What follows belongs to an exercise in optimizing a design on an open flow for small area, a short achievable clock period and few clock cycles; a production flow would make more cautious choices.
In this exercise RTL edits were held to simulation tests only and were not proved equivalent to the original.

== delta ==
Design ast_tensor_stream_sv, start of the top module:
module ast_tensor_stream_sv #(
   parameter int DATAWIDTH = 14,
   parameter int SIZE      = 4,
   parameter int ACCWIDTH  = 2*DATAWIDTH+$clog2(SIZE)
) (
   input  logic                   clk,
   input  logic                   reset_n,
   input  logic                   cfg_valid,
   input  logic [$clog2(SIZE):0]  cfg_q,
   input  logic [$clog2(SIZE):0]  cfg_r,
   input  logic [$clog2(SIZE):0]  cfg_k,
   input  logic                   in_valid,
   output logic                   in_ready,
   input  logic                   in_set,
   input  logic [DATAWIDTH-1:0]   in_data,
   input  logic                   start,
   input  logic                   keep_b,
   input  logic                   relu,
   output logic                   out_valid,
   input  logic                   out_ready,
   output logic [DATAWIDTH-1:0]   out_data,
   output logic                   out_last,
   output logic                   busy,
   output logic                   done,
   output logic                   err
);
Size: roughly 4,200 cells after synthesis, ~760 flip-flops, about 52 I/O pins, ~0.049 mm^2 of cells after synthesis.
==> flow/config.mk <==
export PLATFORM = sky130hd
export DESIGN_NAME = ast_tensor_stream_sv
export DESIGN_NICKNAME = ast_tensor_stream_sv
export VERILOG_FILES = /design/flow/design.v
export SDC_FILE = /design/flow/constraint.sdc
export NUM_CORES = 4
export LEC_CHECK = 0
export ABC_CLOCK_PERIOD_IN_PS = 5000
export CAP_MARGIN = 20
export CORE_MARGIN = 2
export CORE_UTILIZATION = 50
export CTS_CLUSTER_DIAMETER = 80
export CTS_CLUSTER_SIZE = 24
export PLACE_DENSITY = 0.75
export SLEW_MARGIN = 20
==> flow/constraint.sdc <==
create_clock -name core_clock -period 10.0 [get_ports {clk}]
set_input_delay 2.0000 -clock core_clock [delete_from_list [all_inputs] [get_ports {clk}]]
set_output_delay 2.0000 -clock core_clock [all_outputs]
set_load 0.01 [all_outputs]
standard.sh (not shown) runs the stock make flow with config.mk's settings and CLKGATE_MAP_FILE= SYNTH_SCRIPT=/design/flow/synth_recipe.tcl, a recipe that flattens the netlist after the stock synthesis.
==> flow/flow/run.sh <==
#!/bin/bash
# Standard layout, with timing repair aiming further below the clock period.
set -e
export SETUP_SLACK_MARGIN=5.6
bash standard.sh > standard.log 2>&1
Testbench counts of delta, summed over its fixed seeds: cycles 15,315.
diff inputs: delta => tundra
--- a/flow/design.v
+++ b/flow/design.v
@@ -1697,37 +1697,29 @@
    assign cs[2][29] = 1'b0;
    logic [29:0] ps [3];
    always_ff @(posedge clk) begin
       for (int r = 0; r < 3; r++) ps[r] <= cs[r];
    end
    logic signed [29:0] psum;
    always_comb begin
       psum = ps[0];
       for (int r = 1; r < 3; r++) psum = psum + ps[r];
    end
-   logic                 ovf, zero;
-   logic [DATAWIDTH-1:0] o_raw;
-   logic                 o_ovf, o_neg, o_zero;
+   logic [DATAWIDTH-1:0] res;
    always_comb begin
-      ovf  = psum[29:13] != {17{psum[29]}};
-      zero = 1'b0;
-      zero = relu && (ovf ? psum[29] : psum[13]);
+      if (psum[29:13] != {17{psum[29]}})
+         res = psum[29] ? 14'h2000 : 14'h1fff;
+      else
+         res = psum[13:0];
+      if (relu && res[DATAWIDTH-1]) res = '0;
    end
    always_ff @(posedge clk or negedge reset_n) begin
       if (!reset_n) out_valid <= 1'b0;
       else if (!stall) out_valid <= load;
    end
    always_ff @(posedge clk) begin
       if (!stall) begin
-         o_raw    <= psum[13:0];
-         o_ovf    <= ovf;
-         o_neg    <= psum[29];
-         o_zero   <= zero;
+         out_data <= res;
          out_last <= (CW'(ci) == q_r - CW'(1)) && (CW'(cj) == k_r - CW'(1));
       end
    end
-   always_comb begin
-      if (o_zero)     out_data = '0;
-      else if (o_ovf) out_data = o_neg ? 14'h2000 : 14'h1fff;
-      else            out_data = o_raw;
-   end
 endmodule
==> comparison <==
Higher simple-gate share of the synthesized area goes to tundra over delta. Diff delta -> tundra | final-stage net count | increase of 103. tundra reached the final stage; the timing, design-rule and antenna checks on its layout passed. Mux share of post-synthesis cell area: delta vs tundra — no meaningful difference.
Testbench counts of tundra, summed over its fixed seeds: cycles 15,315.

what the ideal ports hide:
Ports are ideal in the flow. The routed layouts listed here were re-timed in OpenROAD.
Step 1: set_driving_cell puts a clkbuf_16 on clk and a buf_2 on each other input, an assumption about the parent block.
Step 2 times the ports against the registers' clock, not the clock port: input delays grow and output delays shrink by t, the midpoint of the rising clock arrivals with the driver on.
Slacks: ideal ports / drivers / drivers and shift; pairs: ideal ports / drivers.
run | t (ns) | setup WS [ns] | worst setup path at the end | worst slew at a driven data input, ns
delta | 0.730 | 5.627 / 5.582 / 5.149 | input to register | 0.06
tundra | 0.720 | 5.619 / 5.557 / 5.067 | input to register | 0.06
After both steps every run listed still meets setup and hold. The setup slack of tundra, which loses most, moves by -0.062 ns with the drivers and by -0.552 ns with both steps.
